What follows belongs to an exercise in optimizing a design on an open flow for small area, a short achievable clock period and few clock cycles per item; a production flow would make more cautious choices.
At most, simulation tests tie the RTL to the original design; equivalence was not proved.
No functional check of the RTL was part of runs 2 to 4.
Power and IR drop assume default switching activity.

==> flow/design.v (outline; a module is shown in full before it is edited, if it fits) <==
// module two_point_weight_conversion: 1614 lines
module two_point_weight_conversion #(
    parameter int SAMPLE_BITS = 16
) (
    input  logic                   clk,
    input  logic                   rst_n,
    input  logic                   cfg_we,
    input  logic [1:0]             cfg_index,
    input  logic [15:0]            cfg_data,
    input  logic                   in_valid,
    output logic                   in_stall,
    input  logic [SAMPLE_BITS-1:0] adc_sample,
    output logic                   out_valid,
    input  logic                   out_stall,
    output logic [31:0]            weight_value,
    output logic                   below_zero,
    output logic                   span_error
);
  // ...
==> flow/flow/run.sh <==
#!/bin/bash
# Standard layout, with timing repair aimed at a setup slack of 6.2 ns.
set -euo pipefail
bash standard.sh SETUP_SLACK_MARGIN=6.2 finish > standard_flow.log 2>&1
test -f out/final.def
==> flow/standard.sh <==
#!/bin/bash
# synth_recipe.tcl (not shown) runs the flow's synth.tcl, then flattens the netlist and writes it again
# the make line also repeats each setting of config.mk as NAME=value (left out here)
make -C /OpenROAD-flow-scripts/flow DESIGN_CONFIG=/design/flow/config.mk WORK_HOME=/design/flow/orfs CLKGATE_MAP_FILE= SYNTH_SCRIPT=/design/flow/synth_recipe.tcl "${@:-finish}"
==> flow/config.mk <==
export PLATFORM = sky130hd
export DESIGN_NAME = two_point_weight_conversion
export DESIGN_NICKNAME = two_point_weight_conversion
export VERILOG_FILES = /design/flow/design.v
export SDC_FILE = /design/flow/constraint.sdc
export NUM_CORES = 4
export LEC_CHECK = 0
export CAP_MARGIN = 20
export CORE_MARGIN = 2
export CORE_UTILIZATION = 40
export SLEW_MARGIN = 20
==> flow/constraint.sdc <==
create_clock -name core_clock -period 10.0 [get_ports {clk}]
set_input_delay 2.0000 -clock core_clock [delete_from_list [all_inputs] [get_ports {clk}]]
set_output_delay 2.0000 -clock core_clock [all_outputs]
set_load 0.01 [all_outputs]
==> flow_metrics.env, run 1 <==
export IMPL_io_pins=75
export IMPL_p_sw_mw=11.4
export IMPL_cp_depth=6
export IMPL_r2r_start="x_r[0]"
export IMPL_drt_met1_wl_um=70900
export IMPL_antennaDiodeCount=3
export IMPL_register_area_um2=27500
export IMPL_grt_busiest_layer="met2"
export IMPL_rsz0062_at_grt="true"
export IMPL_multi_input_area_um2=33300
export IMPL_crit_family="adder cells"
export IMPL_drive_above_1_share=0.100
export IMPL_layoutNonFillerInstCount=7717
export IMPL_htreeDepth=3
export IMPL_seq_area_frac=0.387
export IMPL_drv_slew=0
export IMPL_reg_largest_list="kc_r: 32 flops, kcs_s: 32 flops, kp_0: 32 flops"
export IMPL_synth_seq_cells=927
export IMPL_hold_path_class="register to register"
export IMPL_synth_simple_area_share=0.109
export IMPL_post_place_ws_ns=5.71
export IMPL_design_seq_count=927
export IMPL_p_leak_nw=30.1
export IMPL_cts_buffers_inserted=102
export IMPL_grt_pass1_wl_um=254000
export IMPL_ys_seq_area_frac=0.433
export IMPL_use_met3=0.0363
export IMPL_synth_top_family_by_area="adder cells"
export IMPL_clkCellAreaFrac=0.0475
export IMPL_fin_crit_ns=3.73
export IMPL_post_cts_resized=38
export IMPL_insertion_delay_ns=0.74
export IMPL_synth_edf_count=850
export IMPL_worst_ep_arrival_time_ns=4.20
export IMPL_synth_cell_type_count=91
export IMPL_antenna_found_initial=12
export IMPL_grt_pass1_vias=42621
export IMPL_vias=41353
export IMPL_status="timing/DRC/antenna clean"
export IMPL_synth_commonest_cells="850 x edfxtp_1, 680 x inv_1, 542 x fa_1"
export IMPL_placed_cells=7469
export IMPL_routed_top_layer="met4"
Testbench counts, summed over its fixed seeds: cycles 11,400, items 9,600.
==> run 2: changes to the inputs <==
--- a/flow/design.v
+++ b/flow/design.v
@@ -747,38 +747,51 @@
     assign tc_76 = (tc_34 & tc_35) | (tc_34 & tp_3[17]) | (tc_35 & tp_3[17]);
     assign tc_77 = tc_36 ^ tc_37 ^ tp_3[18];
     assign tc_78 = (tc_36 & tc_37) | (tc_36 & tp_3[18]) | (tc_37 & tp_3[18]);
     assign tc_79 = tc_38 ^ tc_39 ^ tp_3[19];
     assign tc_80 = (tc_38 & tc_39) | (tc_38 & tp_3[19]) | (tc_39 & tp_3[19]);
     logic [21:0] tb_s, tb_c;
     assign tb_s = {1'b0, tc_80, tc_78, tc_76, tc_74, tc_72, tc_70, tc_68, tc_66, tc_64, tc_62, tc_60, tc_58, tc_56, tc_54, tc_52, tc_50, tc_48, tc_46, tc_44, tc_42, tc_41};
     assign tb_c = {1'b0, tc_40, tc_79, tc_77, tc_75, tc_73, tc_71, tc_69, tc_67, tc_65, tc_63, tc_61, tc_59, tc_57, tc_55, tc_53, tc_51, tc_49, tc_47, tc_45, tc_43, tp_3[0]};
-    logic [21:0] t_sum, t_r;
+    logic [6:0] t_low;
+    logic [15:0] th_s, th_c;
+    logic [5:0] tl_r;
+    logic        tc_r;
     logic [15:0] sc_r;
-    assign t_sum = tb_s + tb_c;
+    assign t_low = {1'b0, tb_s[5:0]} + {1'b0, tb_c[5:0]};
     always_ff @(posedge clk)
     begin
         if (en)
         begin
-            t_r  <= t_sum;
+            th_s <= tb_s[21:6];
+            th_c <= tb_c[21:6];
+            tl_r <= t_low[5:0];
+            tc_r <= t_low[6];
             sc_r <= sb_r;
         end
     end
     logic [17:0] dt_0;
-    assign dt_0 = {1'b0, t_r[21:6], t_r[5]} + an_r;
+    logic [17:0] d0x, d0y, d0s, d0c;
+    assign d0x = {1'b0, th_s, tl_r[5]};
+    assign d0y = {1'b0, th_c, tc_r};
+    assign d0s = d0x ^ d0y ^ an_r;
+    assign d0c = {((d0x[16:0] & d0y[16:0]) | (d0x[16:0] & an_r[16:0]) | (d0y[16:0] & an_r[16:0])), 1'b0};
+    logic [18:0] d0sum;
+    assign d0sum = {d0s, tc_r} + {d0c, tc_r};
+    assign dt_0 = d0sum[18:1];
     logic [16:0] dr_0;
     logic [5:0] dn_0;
     logic [15:0] ds_0;
     always_ff @(posedge clk)
     begin
         if (en)
         begin
             dr_0 <= dt_0[16:0];
-            dn_0 <= {t_r[4:0], ~dt_0[17]};
+            dn_0 <= {tl_r[4:0], ~dt_0[17]};
             ds_0 <= sc_r;
         end
     end
     logic [17:0] dt_1;
     assign dt_1 = {dr_0, dn_0[5]} + (dr_0[16] ? {2'b00, a_r} : an_r);
     logic [16:0] dr_1;
     logic [5:0] dn_1;
     logic [15:0] ds_1;
==> flow_metrics.env, run 2 <==
export IMPL_cts_tree="done"
export IMPL_initial_utilization=0.404
export IMPL_synth_edf_count=865
export IMPL_reg2reg_to="ma_r[29]"
export IMPL_critical_path_max_stage_delay_ns=0.73
export IMPL_path_max_fanout=10
export IMPL_io_buffers=73
export IMPL_rsz0062_at_grt="true"
export IMPL_ff2ff_path_depth=12
export IMPL_holdPathStages=0
export IMPL_antenna_found_initial=14
export IMPL_ys_async_sr_fraction=0.0817
export IMPL_io_pins=75
export IMPL_syn_num_nets=6374
export IMPL_fillCellCount=14394
export IMPL_cts_max_path_buffers=3
export IMPL_drive_above_1_share=0.101
export IMPL_die_area_um2=161000
export IMPL_ant_nets=0
export IMPL_drv_cap=0
export IMPL_status="timing/DRC/antenna clean"
export IMPL_dp_hpwl_um=125000
export IMPL_r2r_start="kcs_c[2]"
export IMPL_multi_input_area_um2=32500
export IMPL_power_density_nw_per_um2=369
export IMPL_synth_cell_type_count=90
export IMPL_postCtsHoldBufs=0
export IMPL_insertion_delay_ns=0.74
export IMPL_cp_slowest_cell="xnor2_1"
export IMPL_tns_ns=0
export IMPL_htreeDepth=3
export IMPL_die_h_um=402
export IMPL_root_buffer="clkbuf_16"
export IMPL_hold_viol=0
export IMPL_netlist_area_um2=63200
export IMPL_synth_top_cell_area_share=0.411
export IMPL_drv_slew=0
export IMPL_relSlewSlack=0.240
export IMPL_cts_buffers_inserted=103
export IMPL_hold_path_class="register to register"
export IMPL_critPathKind="register to register"
export IMPL_r2r_setup_slack_ns=6.28
export IMPL_synth_commonest_cells="865 x edfxtp_1, 674 x inv_1, 613 x nand2_1"
export IMPL_cts_sinks=942
export IMPL_drt_initial_drc_count=3076
export IMPL_final_nets=6456
export IMPL_clkTransAtPathRegs_ns=0.07
export IMPL_yosys_cell_count_top_type="edfxtp_1"
export IMPL_register_area_um2=27900
export IMPL_design_area_um2=70600
export IMPL_grt_max_degree=165
export IMPL_synthCells=5413
export IMPL_syn_to_final_growth_pct=11.7
export IMPL_die_w_um=402
export IMPL_grt_overflow=0
export IMPL_vias=40752
export IMPL_crit_path_end_kind="register"
export IMPL_drt_vias_per_instance=5.33
export IMPL_ys_seq_area_frac=0.441
export IMPL_fin_crit_ns=3.72
export IMPL_grt_pass1_wl_um=253000
export IMPL_reg_largest_list="kc_r: 32 flops, kcs_s: 32 flops, kp_0: 32 flops"
export IMPL_grtUsageTotal=0.205
export IMPL_totalWireLength_um=166000
export IMPL_worst_slew_pin_slew_ns=1.14
export IMPL_setup_viol=0
export IMPL_required_ns=10.51
export IMPL_synth_main_ff_cell="edfxtp_1"
export IMPL_drc=0
export IMPL_ir_drop_uv=217
export IMPL_layoutNonFillerInstCount=7644
export IMPL_hold_slack_ns=0.413
export IMPL_yosys_warnings=2
export IMPL_num_rows=145
export IMPL_placed_area_um2=66200
export IMPL_min_from="ds_1[12]"
export IMPL_mostFrequentLayoutCells="865 x edfxtp_1, 672 x inv_1, 610 x nand2_1"
export IMPL_fmax_ghz=0.269
export IMPL_hold_end="ds_2[12]"
export IMPL_drt_pass1_iter_count=8
export IMPL_synth_seq_cells=942
export IMPL_final_common_cell="edfxtp_1"
export IMPL_grt_pass1_vias=42184
export IMPL_p_leak_nw=29.8
export IMPL_wl_per_cell_um=21.7
export IMPL_place_gp_congestion=0.909
export IMPL_crit_chain="inv_1 > ha_2 > o211ai_1 > o21ai_2 > a21oi_4 > a211oi_2 > nor3_2 > o31ai_1 > a21oi_1 > xnor2_1 > a211oi_1 > a21oi_1"
export IMPL_worst_ep_arrival_time_ns=4.23
export IMPL_startpoint_type="register"
export IMPL_skew_ns=0.0374
export IMPL_synth_top_area_cell="edfxtp_1"
export IMPL_crit_top_cell="a21oi_1"
export IMPL_syn_area_per_cell_um2=11.7
export IMPL_synth_area_leaders="edfxtp_1 41%, fa_1 18%, ha_1 7.2%"
export IMPL_placed_cells=7393
export IMPL_coreArea_um2=157000
export IMPL_finalCritPeriodShare=0.372
## run 2: changes by cell type after synthesis, sizes merged, moves of 10 or more
cell,previous run,this run
and2,321,197
clkbuf,160,181
edfxtp,850,865
fa,542,557
ha,381,365
nand2,501,613
nand4,15,25
nor2,288,256
o21a,40,21
o21ai,225,242
## run 2: report_power, final
group | total [mW] | switching, mW | internal, mW | leakage (nW)
logic | 14.4 | 8.22 | 6.20 | 18.2
clock network | 3.97 | 1.69 | 2.29 | 1.69
registers | 7.66 | 0.909 | 6.75 | 9.88
## run 2: what timing repair did
action,4_1_cts,5_1_grt
endpoints found under the setup margin,138,171
gates cloned,3,1
resized for setup,38,50
buffers inserted,24,25
pin swaps,7,20
## run 2: routing by layer
metal | wire length, um | track usage
met1 | 70300 | 0.268
met2 | 80800 | 0.349
met3 | 9630 | 0.0345
met4 | 5240 | 0.0640
met5 | 45 | 0
## run 2: cells by family (layout without fill, tap and decap cells)
family / after synthesis / count (layout) / share of synthesized area
simple gates: 1390 / 1393 / 0.102
mux: 242 / 242 / 0.0420
other cells: 1 / 4 / 0.0000593
buf+inv: 876 / 1043 / 0.0529
xor+xnor: 244 / 244 / 0.0338
compound gates: 795 / 795 / 0.0794
flops: 942 / 942 / 0.441
fa+ha+maj: 923 / 923 / 0.249
## run 2: area by class of cell
class                   instances  share of cell area
inverters                     675              0.0360
well taps                    2058              0.0365
diodes                          3            0.000106
clock buffers                 117              0.0377
clock inverters                76              0.0122
flip-flops and latches        942               0.395
repair buffers                175              0.0225
multi-input cells            3598               0.460
## run 2: critical path, delay by kind of cell (launching register included)
kind / cells / cell delay (ns)
buffers and inverters: 1 / 0.05
adders and majority gates: 1 / 0.47
DFF: 1 / 0.35
AOI/OAI and AO/OA: 8 / 1.77
xor gates and xnor gates: 1 / 0.73
and+or+nand+nor: 1 / 0.13
## run 2: how the worst max path moves through the flow
stage / cells after the start / start / slack, ns / to
floorplan: 2 / out_stall / 6.23 / sq_r[0]
global placement: 4 / cfg_we / 4.99 / stall_r
detailed placement: 3 / cfg_we / 5.36 / c2_r[3]
CTS: 13 / kcs_s[1] / 6.20 / q_r[29]
global route: 12 / an_r[1] / 6.09 / dr_0[16]
finish: 12 / kcs_c[2] / 6.28 / ma_r[29]
## run 2: stage by stage
stage	setup WS (ns)	total power [mW]	util
after floorplan	6.23	17.2	-
after global placement	4.99	21.1	0.423
after detailed placement	5.36	21.5	0.423
after CTS	6.20	25.8	0.448
after global routing	6.09	28.1	0.451
final	6.28	26.1	0.451
==> run 3: changes to the inputs <==
--- a/flow/config.mk
+++ b/flow/config.mk
@@ -7,5 +7,5 @@
 export LEC_CHECK = 0
 export CAP_MARGIN = 20
 export CORE_MARGIN = 2
-export CORE_UTILIZATION = 40
+export CORE_UTILIZATION = 55
 export SLEW_MARGIN = 20
==> flow_metrics.env, run 3 <==
export IMPL_synth_commonest_cells="865 x edfxtp_1, 674 x inv_1, 613 x nand2_1"
export IMPL_num_rows=124
export IMPL_finalCritPeriodShare=0.383
export IMPL_totalWireLength_um=162000
export IMPL_antenna_found_initial=8
export IMPL_synth_top_area_cell="edfxtp_1"
export IMPL_tns_ns=0
export IMPL_syn_area_per_cell_um2=11.7
export IMPL_synth_compound_area_frac=0.0794
export IMPL_clkPwrFrac=0.154
export IMPL_cp_slowest_cell="clkdlybuf4s50_1"
export IMPL_die_w_um=343
export IMPL_grt_max_degree=139
export IMPL_clkTransAtPathRegs_ns=0.06
export IMPL_crit_chain="clkdlybuf4s50_1 > a2111o_1 > nor4_1 > o21ai_0"
export IMPL_post_place_ws_ns=5.38
export IMPL_p_leak_nw=29.8
export IMPL_setup_viol=0
export IMPL_synth_cell_type_count=90
export IMPL_vias=40378
export IMPL_skew_ns=0.0436
export IMPL_yosys_cell_count_top_type="edfxtp_1"
export IMPL_power_density_nw_per_um2=369
export IMPL_layoutNonFillerInstCount=7102
export IMPL_synth_simple_area_share=0.102
export IMPL_synth_main_ff_cell="edfxtp_1"
export IMPL_worst_ep_arrival_time_ns=4.42
export IMPL_path_max_fanout=8
export IMPL_required_ns=10.59
export IMPL_synth_edf_count=865
export IMPL_final_nets=6460
export IMPL_ys_seq_area_frac=0.441
export IMPL_place_gp_congestion=0.910
export IMPL_fillCellCount=9356
export IMPL_mostFrequentLayoutCells="865 x edfxtp_1, 671 x inv_1, 610 x nand2_1"
export IMPL_ys_async_sr_fraction=0.0817
export IMPL_htreeDepth=3
export IMPL_critPathKind="input port to register"
export IMPL_p_comb_frac=0.549
export IMPL_io_buffers=73
export IMPL_grt_pass1_vias=41585
export IMPL_path_buf_inv=1
export IMPL_cts_tree="done"
export IMPL_switching_share=0.410
export IMPL_startpoint_type="input port"
export IMPL_worst_slew_pin_slew_ns=1.06
export IMPL_synthAdderAreaFrac=0.249
export IMPL_rsz0062_at_grt="true"
export IMPL_synth_top_family_by_area="adder cells"
export IMPL_grt_overflow=0
export IMPL_register_area_um2=27900
export IMPL_hold_path_class="register to register"
export IMPL_insertion_delay_ns=0.72
export IMPL_grtUsageTotal=0.279
export IMPL_cts_max_path_buffers=3
export IMPL_status="timing/DRC/antenna clean"
export IMPL_synth_top_cell_area_share=0.411
export IMPL_drv_cap=0
export IMPL_io_pins=75
export IMPL_drv_slew=0
export IMPL_synth_xor_area_share=0.0338
export IMPL_relSlewSlack=0.295
export IMPL_crit_family="buffers and inverters"
export IMPL_die_h_um=343
export IMPL_fmax_ghz=0.261
export IMPL_hold_viol=0
export IMPL_dp_hpwl_um=124000
export IMPL_drt_pass1_iter_count=6
export IMPL_seq_power_share=0.297
export IMPL_drive_above_1_share=0.101
export IMPL_die_area_um2=118000
export IMPL_drt_initial_drc_count=2871
export IMPL_coreArea_um2=114000
export IMPL_drc=0
export IMPL_cts_buffers_inserted=104
export IMPL_internal_power_mw=15.2
export IMPL_cts_sinks=942
export IMPL_grtUsageMet1=0.353
export IMPL_crit_path_end_kind="register"
export IMPL_drt_vias_per_instance=5.69
export IMPL_use_met2=0.491
export IMPL_use_met3=0.0293
export IMPL_syn_num_nets=6374
export IMPL_fin_crit_ns=3.83
export IMPL_synth_area_mux_share=0.0420
export IMPL_synth_area_leaders="edfxtp_1 41%, fa_1 18%, ha_1 7.2%"
export IMPL_reg_largest_list="kc_r: 32 flops, kcs_s: 32 flops, kp_0: 32 flops"
export IMPL_ant_nets=0
export IMPL_synthCells=5413
export IMPL_final_common_cell="edfxtp_1"
export IMPL_grt_pass1_wl_um=246000
export IMPL_placed_cells=6854
export IMPL_critical_path_max_stage_delay_ns=0.82
export IMPL_wl_per_cell_um=22.8
export IMPL_multi_input_area_um2=32500
export IMPL_synth_seq_cells=942
export IMPL_grt_busiest_layer="met2"
export IMPL_worst_slack_ns=6.17
export IMPL_root_buffer="clkbuf_16"
export IMPL_yosys_warnings=2
export IMPL_netlist_area_um2=63200
export IMPL_p_sw_mw=10.6
export IMPL_syn_to_final_growth_pct=10.6
export IMPL_ir_drop_uv=262
export IMPL_initial_utilization=0.554
run 3: cell counts after synthesis:
Identical to the previous run, type by type.
run 3: metal layers:
metal / routed length [um] / share of wire
met2: 82300 / 0.51
met3: 6710 / 0.041
met5: 13 / 0.000080
met1: 66100 / 0.41
met4: 6700 / 0.041
run 3: cell families (layout without fill, tap and decap cells):
kind of cell             after synthesis  count (layout)
XOR/XNOR                             244             244
AND/OR/NAND/NOR                     1390            1393
other                                  1               5
multiplexers                         242             242
flip-flops                           942             942
adder cells (fa/ha/maj)              923             923
AO/OA/AOI/OAI                        795             796
buffers and inverters                876            1045
run 3: final timing paths:
kind	from	to	slack, ns	cells past startpoint
worst max register to register	kcs_s[1]	q_r[29]	6.25	13
worst max-delay path	cfg_we	stall_r	6.17	4
worst min-delay path	dn_1[3]	dn_2[4]	0.42	0
min in group asynchronous	rst_n	os_v	1.27	1
worst min register to register	dn_1[3]	dn_2[4]	0.42	0
max in group asynchronous	rst_n	c2_r[15]	7.58	2
run 3: final cells by class:
type | instances | area share
timing repair buffer | 177 | 0.0227
antenna | 4 | 0.000143
clock inverter | 57 | 0.00957
clock buffer | 136 | 0.0408
multi-input combinational | 3599 | 0.464
inverter | 675 | 0.0363
tap | 1512 | 0.0271
sequential | 942 | 0.399
run 3: what timing repair did:
action,in CTS,in global routing
hold buffers,0,0
resized for setup,37,43
hold endpoints to repair,0,0
buffers inserted,21,24
gates cloned,3,2
pin swaps,8,29
setup endpoints to repair,149,100
run 3: power by group through the flow:
| stage | clock network (mW) | registers [mW] | logic [mW] |
|---|---|---|---|
| floorplan | 0 | 7.27 | 9.93 |
| global placement | 0 | 7.78 | 13.3 |
| detailed placement | 0 | 7.81 | 13.5 |
| CTS | 4.05 | 7.67 | 13.9 |
| global route | 4.19 | 7.78 | 15.9 |
| finish | 3.97 | 7.66 | 14.2 |
run 3: metrics by stage:
step           instance area [um^2]  total power [mW]  hold WS (ns)   util
5_1_grt                       69900              27.9         0.423  0.612
3_3_place_gp                  65600              21.0         0.400  0.575
6_report                      69900              25.8         0.416  0.612
4_1_cts                       69500              25.6         0.416  0.609
3_5_place_dp                  65600              21.3         0.405  0.575
2_1_floorplan                 63300              17.2         0.400      -
==> run 4: changes to the inputs <==
==> flow/flow/run.sh (replaced) <==
#!/bin/bash
# Standard layout, with timing repair aimed at a setup slack of 6.5 ns.
set -euo pipefail
bash standard.sh SETUP_SLACK_MARGIN=6.5 finish > standard_flow.log 2>&1
test -f out/final.def
--- a/flow/config.mk
+++ b/flow/config.mk
@@ -7,5 +7,5 @@
 export LEC_CHECK = 0
 export CAP_MARGIN = 20
 export CORE_MARGIN = 2
-export CORE_UTILIZATION = 55
+export CORE_UTILIZATION = 40
 export SLEW_MARGIN = 20
==> flow_metrics.env, run 4 <==
export IMPL_internal_power_mw=16.1
export IMPL_drt_initial_drc_count=3085
export IMPL_synth_compound_area_frac=0.0794
export IMPL_antenna_found_initial=10
export IMPL_grt_max_degree=170
export IMPL_postCtsHoldBufs=0
export IMPL_critPathKind="register to register"
export IMPL_syn_area_per_cell_um2=11.7
export IMPL_synth_edf_count=865
export IMPL_design_area_um2=73000
export IMPL_switching_share=0.412
export IMPL_synth_simple_area_share=0.102
export IMPL_post_place_ws_ns=5.33
export IMPL_r2r_setup_slack_ns=6.38
export IMPL_critical_path_max_stage_delay_ns=0.43
export IMPL_initial_utilization=0.404
export IMPL_r2r_start="kcs_c[0]"
export IMPL_p_leak_nw=30.9
export IMPL_power_total_mw=27.3
export IMPL_grt_overflow=0
export IMPL_ant_nets=0
export IMPL_rsz0062_at_grt="true"
export IMPL_wl_met2_um=81000
export IMPL_die_area_um2=161000
export IMPL_tns_ns=0
export IMPL_synth_main_ff_cell="edfxtp_1"
export IMPL_crit_chain="ha_4 > inv_4 > ha_4 > inv_2 > fa_2 > buf_6 > nand2b_4 > a2111oi_4 > nor3_2 > o311a_1 > o21ai_4 > o2111a_2 > nor4_1 > a211oi_2 > mux2i_1 > mux2_2"
export IMPL_dp_hpwl_um=124000
export IMPL_synth_top_family_by_area="adder cells"
export IMPL_status="timing/DRC/antenna clean"
export IMPL_grt_pass1_wl_um=253000
export IMPL_cts_tree="done"
export IMPL_routed_top_layer="met5"
export IMPL_drt_vias_per_instance=5.30
export IMPL_worst_slack_ns=6.38
export IMPL_root_buffer="clkbuf_16"
export IMPL_ys_seq_area_frac=0.441
export IMPL_yosys_warnings=2
export IMPL_hold_viol=0
export IMPL_netlist_area_um2=63200
export IMPL_wl_met3_um=10400
export IMPL_mostFrequentLayoutCells="865 x edfxtp_1, 665 x inv_1, 610 x nand2_1"
export IMPL_fin_crit_ns=3.62
export IMPL_drive_above_1_share=0.145
export IMPL_seq_power_share=0.274
export IMPL_synth_cell_type_count=90
export IMPL_num_rows=145
export IMPL_hold_slack_ns=0.409
export IMPL_drt_pass1_iter_count=7
export IMPL_p_sw_mw=11.3
export IMPL_synth_top_area_cell="edfxtp_1"
export IMPL_die_h_um=402
export IMPL_finalCritPeriodShare=0.362
export IMPL_p_comb_frac=0.581
export IMPL_path_buf_inv=3
export IMPL_drv_cap=0
export IMPL_ys_async_sr_fraction=0.0817
export IMPL_synth_xor_area_share=0.0338
export IMPL_hold_path_class="register to register"
export IMPL_crit_family="compound AO/OA/AOI/OAI gates"
export IMPL_ff2ff_path_depth=16
export IMPL_synth_commonest_cells="865 x edfxtp_1, 674 x inv_1, 613 x nand2_1"
export IMPL_hold_end="dn_2[4]"
export IMPL_placed_cells=7395
export IMPL_skew_ns=0.0417
export IMPL_ir_drop_uv=219
export IMPL_holdPathStages=0
export IMPL_coreArea_um2=157000
export IMPL_syn_num_nets=6374
export IMPL_placed_area_um2=66300
export IMPL_place_gp_congestion=0.882
export IMPL_required_ns=10.48
export IMPL_drv_slew=0
export IMPL_cts_max_path_buffers=3
export IMPL_drc=0
export IMPL_path_max_fanout=6
export IMPL_io_buffers=73
export IMPL_htreeDepth=3
export IMPL_critPathLaunch="kcs_c[0]"
export IMPL_crit_top_cell="ha_4"
export IMPL_synthCells=5413
export IMPL_setup_viol=0
export IMPL_clkTransAtPathRegs_ns=0.06
export IMPL_synth_seq_cells=942
export IMPL_synth_top_cell_area_share=0.411
export IMPL_synth_area_mux_share=0.0420
export IMPL_relSlewSlack=0.238
export IMPL_crit_path_end_kind="register"
export IMPL_final_nets=6607
export IMPL_final_common_cell="edfxtp_1"
export IMPL_synth_area_leaders="edfxtp_1 41%, fa_1 18%, ha_1 7.2%"
export IMPL_insertion_delay_ns=0.75
export IMPL_die_w_um=402
export IMPL_grt_pass1_vias=41925
export IMPL_power_density_nw_per_um2=374
export IMPL_cp_slowest_cell="edfxtp_1"
export IMPL_wl_per_cell_um=21.6
export IMPL_reg_largest_list="kc_r: 32 flops, kcs_s: 32 flops, kp_0: 32 flops"
export IMPL_fmax_ghz=0.277
export IMPL_synthAdderAreaFrac=0.249
export IMPL_reg2reg_to="q_r[28]"
export IMPL_yosys_cell_count_top_type="edfxtp_1"
export IMPL_fin_util=0.466
export IMPL_layoutNonFillerInstCount=7795
export IMPL_drt_met1_wl_um=70800
export IMPL_cts_sinks=942
export IMPL_io_pins=75
export IMPL_clkPwrFrac=0.145
export IMPL_cts_buffers_inserted=103
export IMPL_grtUsageTotal=0.206
export IMPL_worst_ep_arrival_time_ns=4.09
export IMPL_syn_to_final_growth_pct=15.4
export IMPL_vias=41323
export IMPL_min_from="dn_1[3]"
export IMPL_worst_slew_pin_slew_ns=1.14
export IMPL_totalWireLength_um=168000
export IMPL_startpoint_type="register"
## run 4: cell counts after synthesis
No cell type changed its count.
## run 4: layout make-up
| cell class | count | area (um^2) |
|---|---|---|
| antenna | 4 | 10.0 |
| sequential | 942 | 27900 |
| multi-input combinational | 3601 | 33400 |
| inverter | 675 | 2550 |
| clock buffer | 128 | 2750 |
| tap | 2058 | 2570 |
| clock inverter | 64 | 762 |
| timing repair buffer | 323 | 3090 |
| fill | 14171 | 83600 |
## run 4: kinds of logic (layout without fill, tap and decap cells)
logic type               count (synthesis)  in the layout
AO/OA/AOI/OAI                          795            797
AND/OR/NAND/NOR                       1390           1394
adder cells (fa/ha/maj)                923            923
multiplexers                           242            242
XOR/XNOR                               244            244
buffers and inverters                  876           1190
flip-flops                             942            942
other                                    1              5
## run 4: how the worst max path moves through the flow
stage                 end  cells after the start
5_1_grt           q_r[24]                     16
2_1_floorplan     dn_5[0]                     15
3_5_place_dp      c2_r[7]                      3
3_3_place_gp     c2_r[15]                      3
6_report          q_r[28]                     16
4_1_cts        span_error                      2
## run 4: power by group through the flow
stage | registers (mW) | logic [mW] | clock network (mW)
finish | 7.48 | 15.9 | 3.96
floorplan | 7.27 | 9.97 | 0
CTS | 7.58 | 14.7 | 4.05
global placement | 7.76 | 13.5 | 0
global route | 7.61 | 17.6 | 4.19
detailed placement | 7.79 | 13.7 | 0
## run 4: per-layer routing
layer  track usage  vias up
li1              -    18878
met1         0.271    20826
met2         0.345     1292
met3        0.0336      323
met4        0.0700        4
met5             0        -
## run 4: what timing repair did
item                                    4_1_cts  5_1_grt
setup buffers                                88      109
gates resized for setup                     164      172
gates cloned                                  6        1
endpoints found under the setup margin      322      377
pin swaps                                    43       64

==> what the ideal ports hide <==
In the flow no input, the clock included, has a driving cell. The finished layouts below were timed again as built, in two steps. Step 1 (the two cells are an assumption about what drives the block):
set clk [get_ports {clk}]
set_driving_cell -lib_cell sky130_fd_sc_hd__clkbuf_16 $clk
set_driving_cell -lib_cell sky130_fd_sc_hd__buf_2 [delete_from_list [all_inputs] $clk]
Step 2 also shifts input and output timing later by t, the mid clock arrival at the registers, as if the neighbouring blocks saw the same clock. a / b / c = ideal ports / drivers / drivers and shift; a / b = the first two.
run	t (ns)	setup slack, ns	hold WS [ns]	worst register clock-pin slew, ns
run 1	0.796	6.268 / 6.213 / 5.646	0.414 / 0.414 / 0.414	0.07 / 0.07
run 2	0.809	6.281 / 6.205 / 5.544	0.413 / 0.413 / 0.413	0.07 / 0.07
run 3	0.781	6.170 / 6.137 / 5.451	0.416 / 0.416 / 0.416	0.07 / 0.07
run 4	0.802	6.384 / 6.384 / 5.902	0.409 / 0.409 / 0.409	0.07 / 0.07
After both steps setup and hold are still met in every run listed. For run 2, which loses most, drivers alone change the setup slack by -0.076 ns; drivers and shift together by -0.737 ns.
